What follows belongs to an exercise in optimizing a design on an open flow for small area; a production flow would make more cautious choices.
Only simulation tests tie the RTL to the original design; equivalence was not proved.
The clock port is modelled as an ideal driver; clocking choices that lean on that would not hold on a real chip.
Power is estimated from default activity; no workload was simulated.

## rpc_phy
module rpc_phy #(
  parameter int unsigned WORD_WIDTH = 256
) (
  input  logic                    clk_0_i,
  input  logic                    rst_ni,
  input  logic [31:0]             cmd_i,
  input  logic                    cmd_valid_i,
  output logic                    cmd_ready_o,
  input  logic [WORD_WIDTH-1:0]   data_i,
  input  logic [63:0]             mask_i,
  output logic                    data_ready_o,
  output logic [WORD_WIDTH-1:0]   data_o,
  output logic                    data_valid_o,
  output logic                    data_last_o,
  output logic                    cs_n_o,
  output logic                    stb_o,
  output logic                    db_oe_o,
  output logic [31:0]             db_o,
  input  logic [31:0]             rd_slice_i,
  input  logic                    rd_slice_valid_i
);
  logic       stb_q, wr_q, rd_q;
  logic       dv_q, dl_q;
  logic [2:0] cnt_q;
  logic [2:0] left_q;
  logic       pre_q;
  logic       idle, accept, take, cnt_end, left_zero;
  logic       sel_cm, sel_ld, sel_sh, sel_hd;
  logic [WORD_WIDTH-1:0] word_q, word_d, up, cm;
  assign idle      = ~(stb_q | wr_q | rd_q);
  assign accept    = idle & cmd_valid_i;
  assign take      = rd_q & ~stb_q & rd_slice_valid_i;
  assign cnt_end   = (cnt_q == 3'd7);
  assign left_zero = (left_q == 3'd0);
  always_ff @(posedge clk_0_i or negedge rst_ni) begin
    if (!rst_ni) begin
      stb_q <= 1'b0;
      wr_q  <= 1'b0;
      rd_q  <= 1'b0;
      dv_q  <= 1'b0;
      dl_q  <= 1'b0;
    end else begin
      stb_q <= accept;
      if (accept)                                wr_q <= (cmd_i[31:30] == 2'b01);
      else if (wr_q & cnt_end & ~pre_q & left_zero) wr_q <= 1'b0;
      if (accept)                                rd_q <= (cmd_i[31:30] == 2'b10);
      else if (take & cnt_end & left_zero)       rd_q <= 1'b0;
      dv_q <= take & cnt_end;
      dl_q <= take & cnt_end & left_zero;
    end
  end
  always_ff @(posedge clk_0_i) begin
    if (accept) begin
      cnt_q  <= {cmd_i[30], 1'b0, cmd_i[30]};
  ...
For scale: about 1,000 cells after synthesis, about 680 I/O pins, about 0.010 mm² of cells after synthesis.
Settings: LEC_CHECK=0, CAP_MARGIN=20, CORE_AREA=5 5 245 245, CTS_BUF_LIST=sky130_fd_sc_hd__clkbuf_16, CTS_CLUSTER_DIAMETER=80, CTS_CLUSTER_SIZE=30, DIE_AREA=0 0 250 250, PLACE_DENSITY=0.35, SLEW_MARGIN=20; clock period 5.0 ns.
standard.sh (not shown) runs the stock make flow with config.mk's settings and CLKGATE_MAP_FILE= SYNTH_SCRIPT=/design/flow/synth_recipe.tcl, a recipe that flattens the netlist after the stock synthesis.
==> flow/flow/run.sh <==
#!/bin/bash
set -o pipefail
export BUFFER_PORTS_ARGS="-buffer_cell sky130_fd_sc_hd__buf_1"
bash standard.sh > standard_flow.log 2>&1
The first run passed the timing, design-rule and antenna checks.
Edit:
==> flow/flow/run.sh (replaced) <==
#!/bin/bash
set -o pipefail
export BUFFER_PORTS_ARGS="-buffer_cell sky130_fd_sc_hd__buf_1"
export POST_CTS_TCL="$PWD/flow/post_cts.tcl"
bash standard.sh > standard_flow.log 2>&1
==> flow/flow/post_cts.tcl (new file) <==
# Area recovery after clock tree synthesis: shrink cells that have timing
# slack to spare, then fix any slew or capacitance this leaves
repair_timing -recover_power 100 -setup_margin 0.3
estimate_parasitics -placement
repair_design -slew_margin 20 -cap_margin 20
detailed_placement
check_placement -verbose
PLACE_DENSITY = 0.75   (was 0.35)
After rerunning:
- clock-buffer cell count goes down by 8
- non-clock buffer count goes up by 2
- via count goes up by 0.99%

---

Another version of the RTL of rpc_phy (not shown whole).
Size: roughly 1100 cells after synthesis, ~270 flip-flops, ~680 I/O pins, ~11000 um^2 of cells after synthesis.
Design rpc_phy, start of the top module:
module rpc_phy #(
  parameter int unsigned WORD_WIDTH = 256
) (
  input  logic                    clk_0_i,
  input  logic                    rst_ni,
  input  logic [31:0]             cmd_i,
  input  logic                    cmd_valid_i,
  output logic                    cmd_ready_o,
  input  logic [WORD_WIDTH-1:0]   data_i,
  input  logic [63:0]             mask_i,
  output logic                    data_ready_o,
  output logic [WORD_WIDTH-1:0]   data_o,
  output logic                    data_valid_o,
  output logic                    data_last_o,
  output logic                    cs_n_o,
  output logic                    stb_o,
  output logic                    db_oe_o,
  output logic [31:0]             db_o,
  input  logic [31:0]             rd_slice_i,
  input  logic                    rd_slice_valid_i
);
clock: 5.0 ns
lec_check: 0
cap_margin: 20
core_area: 5 5 245 245
die_area: 0 0 250 250
place_density: 0.6
slew_margin: 20
run.sh (not shown) runs the stock make flow with config.mk's settings and CLKGATE_MAP_FILE= SYNTH_SCRIPT=/design/flow/synth_recipe.tcl, a recipe that flattens the netlist after the stock synthesis.
Stock flow here: none of the scripts above is used.
Change:
==> flow/flow/run.sh (new file) <==
#!/bin/bash
set -o pipefail
cp standard.sh standard_sh_copy.txt
export BUFFER_PORTS_ARGS="-buffer_cell sky130_fd_sc_hd__buf_1"
bash standard.sh > standard_flow.log 2>&1
==> flow/standard.sh (new file) <==
#!/bin/bash
# synth_recipe.tcl (not shown) runs the flow's synth.tcl, then flattens the netlist and writes it again
# the make line also repeats each setting of config.mk as NAME=value (left out here)
make -C /OpenROAD-flow-scripts/flow DESIGN_CONFIG=/design/flow/config.mk WORK_HOME=/design/flow/orfs CLKGATE_MAP_FILE= SYNTH_SCRIPT=/design/flow/synth_recipe.tcl "${@:-finish}"
removed: flow/run.sh
Result:
- The changed run passed the timing, design-rule and antenna checks
- clock power is lower by about 3%
- non-clock buffer count is lower by 2
- via count is higher by 1.7%
- worst hold slack loses 0.17 ns
- count of clock-buffer cells in the layout is lower by 3
Change:
==> flow/run.sh (new file) <==
#!/bin/bash
# synth_recipe.tcl (not shown) runs the flow's synth.tcl, then flattens the netlist and writes it again
# the make line also repeats each setting of config.mk as NAME=value (left out here)
make -C /OpenROAD-flow-scripts/flow DESIGN_CONFIG=/design/flow/config.mk WORK_HOME=/design/flow/orfs CLKGATE_MAP_FILE= SYNTH_SCRIPT=/design/flow/synth_recipe.tcl finish
- CORE_AREA: 5 5 245 245 -> unset
- CORE_MARGIN: unset -> 2
- CORE_UTILIZATION: unset -> 40
- DIE_AREA: 0 0 250 250 -> unset
removed: flow/flow/run.sh
removed: flow/standard.sh
Result: With this change the flow never finished: it broke off in I/O pin placement (3_2_place_iop); area after synthesis is unchanged; synthesized cell count stays the same.

---

The RTL this note starts from:
==> flow/design.v <==
`timescale 1ns/1ps
module rpc_phy #(
  parameter int unsigned WORD_WIDTH = 256
) (
  input  logic                    clk_0_i,
  input  logic                    rst_ni,
  input  logic [31:0]             cmd_i,
  input  logic                    cmd_valid_i,
  output logic                    cmd_ready_o,
  input  logic [WORD_WIDTH-1:0]   data_i,
  input  logic [63:0]             mask_i,
  output logic                    data_ready_o,
  output logic [WORD_WIDTH-1:0]   data_o,
  output logic                    data_valid_o,
  output logic                    data_last_o,
  output logic                    cs_n_o,
  output logic                    stb_o,
  output logic                    db_oe_o,
  output logic [31:0]             db_o,
  input  logic [31:0]             rd_slice_i,
  input  logic                    rd_slice_valid_i
);
  logic       stb_q, wr_q, rd_q;
  logic       dv_q, dl_q;
  logic [2:0] cnt_q;
  logic [2:0] left_q;
  logic       pre_q;
  logic       idle, accept, take, cnt_end, left_zero;
  logic       sel_cm, sel_ld, sel_sh, sel_hd;
  logic [WORD_WIDTH-1:0] word_q, word_d, up, cm;
  assign idle      = ~(stb_q | wr_q | rd_q);
  assign accept    = idle & cmd_valid_i;
  assign take      = rd_q & ~stb_q & rd_slice_valid_i;
  assign cnt_end   = (cnt_q == 3'd7);
  assign left_zero = (left_q == 3'd0);
  always_ff @(posedge clk_0_i or negedge rst_ni) begin
    if (!rst_ni) begin
      stb_q <= 1'b0;
      wr_q  <= 1'b0;
      rd_q  <= 1'b0;
      dv_q  <= 1'b0;
      dl_q  <= 1'b0;
    end else begin
      stb_q <= accept;
      if (accept)                                wr_q <= (cmd_i[31:30] == 2'b01);
      else if (wr_q & cnt_end & ~pre_q & left_zero) wr_q <= 1'b0;
      if (accept)                                rd_q <= (cmd_i[31:30] == 2'b10);
      else if (take & cnt_end & left_zero)       rd_q <= 1'b0;
      dv_q <= take & cnt_end;
      dl_q <= take & cnt_end & left_zero;
    end
  end
  always_ff @(posedge clk_0_i) begin
    if (accept) begin
      cnt_q  <= {cmd_i[30], 1'b0, cmd_i[30]};
      left_q <= cmd_i[29:27];
      pre_q  <= 1'b1;
    end else begin
      if (wr_q | take) cnt_q <= cnt_q + 3'd1;
      if (cnt_end & ((wr_q & ~pre_q) | take)) left_q <= left_q - 3'd1;
      if (wr_q & cnt_end) pre_q <= 1'b0;
    end
  end
  assign cmd_ready_o  = idle;
  assign cs_n_o       = idle;
  assign stb_o        = stb_q;
  assign db_oe_o      = stb_q | wr_q;
  assign data_ready_o = wr_q & cnt_end & (pre_q | ~left_zero);
  assign data_valid_o = dv_q;
  assign data_last_o  = dl_q;
  assign sel_cm = idle;
  assign sel_ld = wr_q & cnt_end;
  assign sel_hd = rd_q & ~rd_slice_valid_i;
  assign sel_sh = ~idle & ~sel_ld & ~sel_hd;
  assign cm = {{(WORD_WIDTH-96){1'b0}}, mask_i, cmd_i[15:0], cmd_i[31:16]};
  assign up = {rd_slice_i, word_q[WORD_WIDTH-1:32]};
  always_comb begin
    for (int i = 0; i < WORD_WIDTH; i++) begin
      if (i < 96)
        word_d[i] = (sel_cm & cm[i]) | (sel_ld & data_i[i]) | (sel_sh & up[i]) | (sel_hd & word_q[i]);
      else
        word_d[i] = (sel_ld & data_i[i]) | (sel_sh & up[i]) | (sel_hd & word_q[i]);
    end
  end
  logic [95:0]            low_q;
  logic [WORD_WIDTH-1:96] high_nq;
  always_ff @(posedge clk_0_i) begin
    low_q   <= word_d[95:0];
    high_nq <= ~word_d[WORD_WIDTH-1:96];
  end
  assign word_q = {~high_nq, low_q};
  assign data_o = word_q;
  assign db_o   = {word_q[15:0], word_q[31:16]};
endmodule
Settings: LEC_CHECK=0, CAP_MARGIN=20, CORE_AREA=5 5 245 245, CTS_BUF_LIST=sky130_fd_sc_hd__clkbuf_16, CTS_CLUSTER_DIAMETER=80, CTS_CLUSTER_SIZE=30, DIE_AREA=0 0 250 250, PLACE_DENSITY=0.6, SLEW_MARGIN=20; clock period 5.0 ns.
standard.sh (not shown) runs the stock make flow with config.mk's settings and CLKGATE_MAP_FILE= SYNTH_SCRIPT=/design/flow/synth_recipe.tcl, a recipe that flattens the netlist after the stock synthesis.
==> flow/flow/run.sh <==
#!/bin/bash
set -o pipefail
export BUFFER_PORTS_ARGS="-buffer_cell sky130_fd_sc_hd__buf_1"
export POST_CTS_TCL="$PWD/flow/post_cts.tcl"
bash standard.sh > standard_flow.log 2>&1
==> flow/flow/post_cts.tcl <==
# Area recovery after clock tree synthesis: shrink cells that have timing
# slack to spare, then fix any slew or capacitance this leaves
repair_timing -recover_power 100 -setup_margin 0.3
estimate_parasitics -placement
repair_design -slew_margin 20 -cap_margin 20
detailed_placement
check_placement -verbose
The starting point ran to the end with no violations.
==> next run, changes <==
--- a/flow/flow/run.sh
+++ b/flow/flow/run.sh
@@ -3,0 +4 @@
+export CTS_ARGS="-sink_clustering_enable -repair_clock_nets -sink_clustering_size 30 -sink_clustering_max_diameter 80 -buf_list sky130_fd_sc_hd__clkbuf_16 -dont_use_dummy_load"
PLACE_DENSITY = 0.75   (was 0.6)
Outcome:
- The changed run finished clean
- worst hold slack improved by 0.011 ns
- area after synthesis stays the same
- design area shrinks by 1.4%
- die area stays the same
- power shrinks by 2.5%
- cell count shrinks by 0.71%
- critical path depth stays the same
- via count grows by about 1.3%
- routed wire length is about the same
- combinational power stays flat
==> next run, changes <==
==> flow/flow/run.sh (replaced) <==
#!/bin/bash
set -o pipefail
export BUFFER_PORTS_ARGS="-buffer_cell sky130_fd_sc_hd__buf_1"
bash standard.sh > standard_flow.log 2>&1
CTS_BUF_LIST = sky130_fd_sc_hd__clkbuf_2 sky130_fd_sc_hd__clkbuf_4   (was sky130_fd_sc_hd__clkbuf_16)
CTS_CLUSTER_DIAMETER = unset   (was 80)
CTS_CLUSTER_SIZE = unset   (was 30)
PLACE_DENSITY = 0.6   (was 0.75)
removed: flow/flow/post_cts.tcl
=>
- global-route usage climbs by 0.44 points
- non-clock buffer count increases by 1
- total power rises by 10%
- worst setup slack improves by 0.055 ns
- first-iteration DRC count fell by 19%
- cell area rose by 5.2%
- sequential power went down by about 1%
- wire length increases by 2.0%
- synthesized cell count is unchanged
==> next run, changes <==
--- a/flow/flow/run.sh
+++ b/flow/flow/run.sh
@@ -3,0 +4 @@
+export POST_CTS_TCL="$PWD/flow/post_cts.tcl"
==> flow/flow/post_cts.tcl (new file) <==
# Area recovery after clock tree synthesis: shrink cells that have timing
# slack to spare, then fix any slew or capacitance this leaves
repair_timing -recover_power 100 -setup_margin 0.3
estimate_parasitics -placement
repair_design -slew_margin 20 -cap_margin 20
detailed_placement
check_placement -verbose
CTS_BUF_LIST = sky130_fd_sc_hd__clkbuf_16   (was sky130_fd_sc_hd__clkbuf_2 sky130_fd_sc_hd__clkbuf_4)
CTS_CLUSTER_DIAMETER = 80   (was unset)
CTS_CLUSTER_SIZE = 30   (was unset)
PLACE_DENSITY = 0.9   (was 0.6)
Setup slack loses 0.33 ns. Die area does not change. Wire length rose by 4.9%.
==> next run, changes <==
--- a/flow/flow/run.sh
+++ b/flow/flow/run.sh
@@ -4 +3,0 @@
-export POST_CTS_TCL="$PWD/flow/post_cts.tcl"
PLACE_DENSITY = 0.6   (was 0.9)
removed: flow/flow/post_cts.tcl
Effect: The changed run completed without violations. Final area decreases by 0.68%. Total power decreases by about 1.2%. Non-clock buffer count falls by 7. Wire length fell by 6.6%. Core utilization fell by 0.17 points. Synthesized area stays the same. Worst setup slack gets better by 0.55 ns. Sequential cell count stays the same. Maximum frequency goes up by 19%. Critical path depth is unchanged.

separate check: timing with driven ports:
No port has a modelled driver above. Below, the same layouts with a new extraction and two added sets of constraints. Step 1: set_driving_cell puts a clkbuf_16 on clk_0_i and a buf_2 on each other input, an assumption about the parent block. Step 2 also shifts input and output timing later by t, the mid clock arrival at the registers, as if the neighbouring blocks saw the same clock. a / b / c = no drivers / after step 1 / after step 2; a / b = the first two.
run | t, ns | slack for setup (ns) | worst register clock-pin slew, ns | worst data-port slew with drivers (ns)
the first run of note 1 | 0.603 | 2.105 / 2.058 / 2.281 | 0.09 / 0.09 | 0.13
the second run of note 1 | 0.577 | 1.800 / 1.743 / 1.577 | 0.11 / 0.11 | 0.10
the first run of note 2 | 0.614 | 1.701 / 1.650 / 1.992 | 0.06 / 0.06 | 0.10
the second run of note 2 | 0.630 | 1.978 / 1.931 / 2.303 | 0.07 / 0.07 | 0.09
the first run of note 3 | 0.584 | 1.967 / 1.910 / 1.951 | 0.11 / 0.11 | 0.08
the second run of note 3 | 0.567 | 1.805 / 1.747 / 1.588 | 0.11 / 0.11 | 0.10
the third run of note 3 | 0.798 | 1.859 / 1.805 / 1.912 | 0.07 / 0.07 | 0.08
the fourth run of note 3 | 0.575 | 1.530 / 1.482 / 1.901 | 0.11 / 0.11 | 0.15
the fifth run of note 3 | 0.583 | 2.079 / 2.023 / 1.943 | 0.11 / 0.11 | 0.08
After both steps every run listed still meets setup and hold. The setup slack of the second run of note 1, which loses most, moves by -0.057 ns with the drivers and by -0.223 ns with both steps.
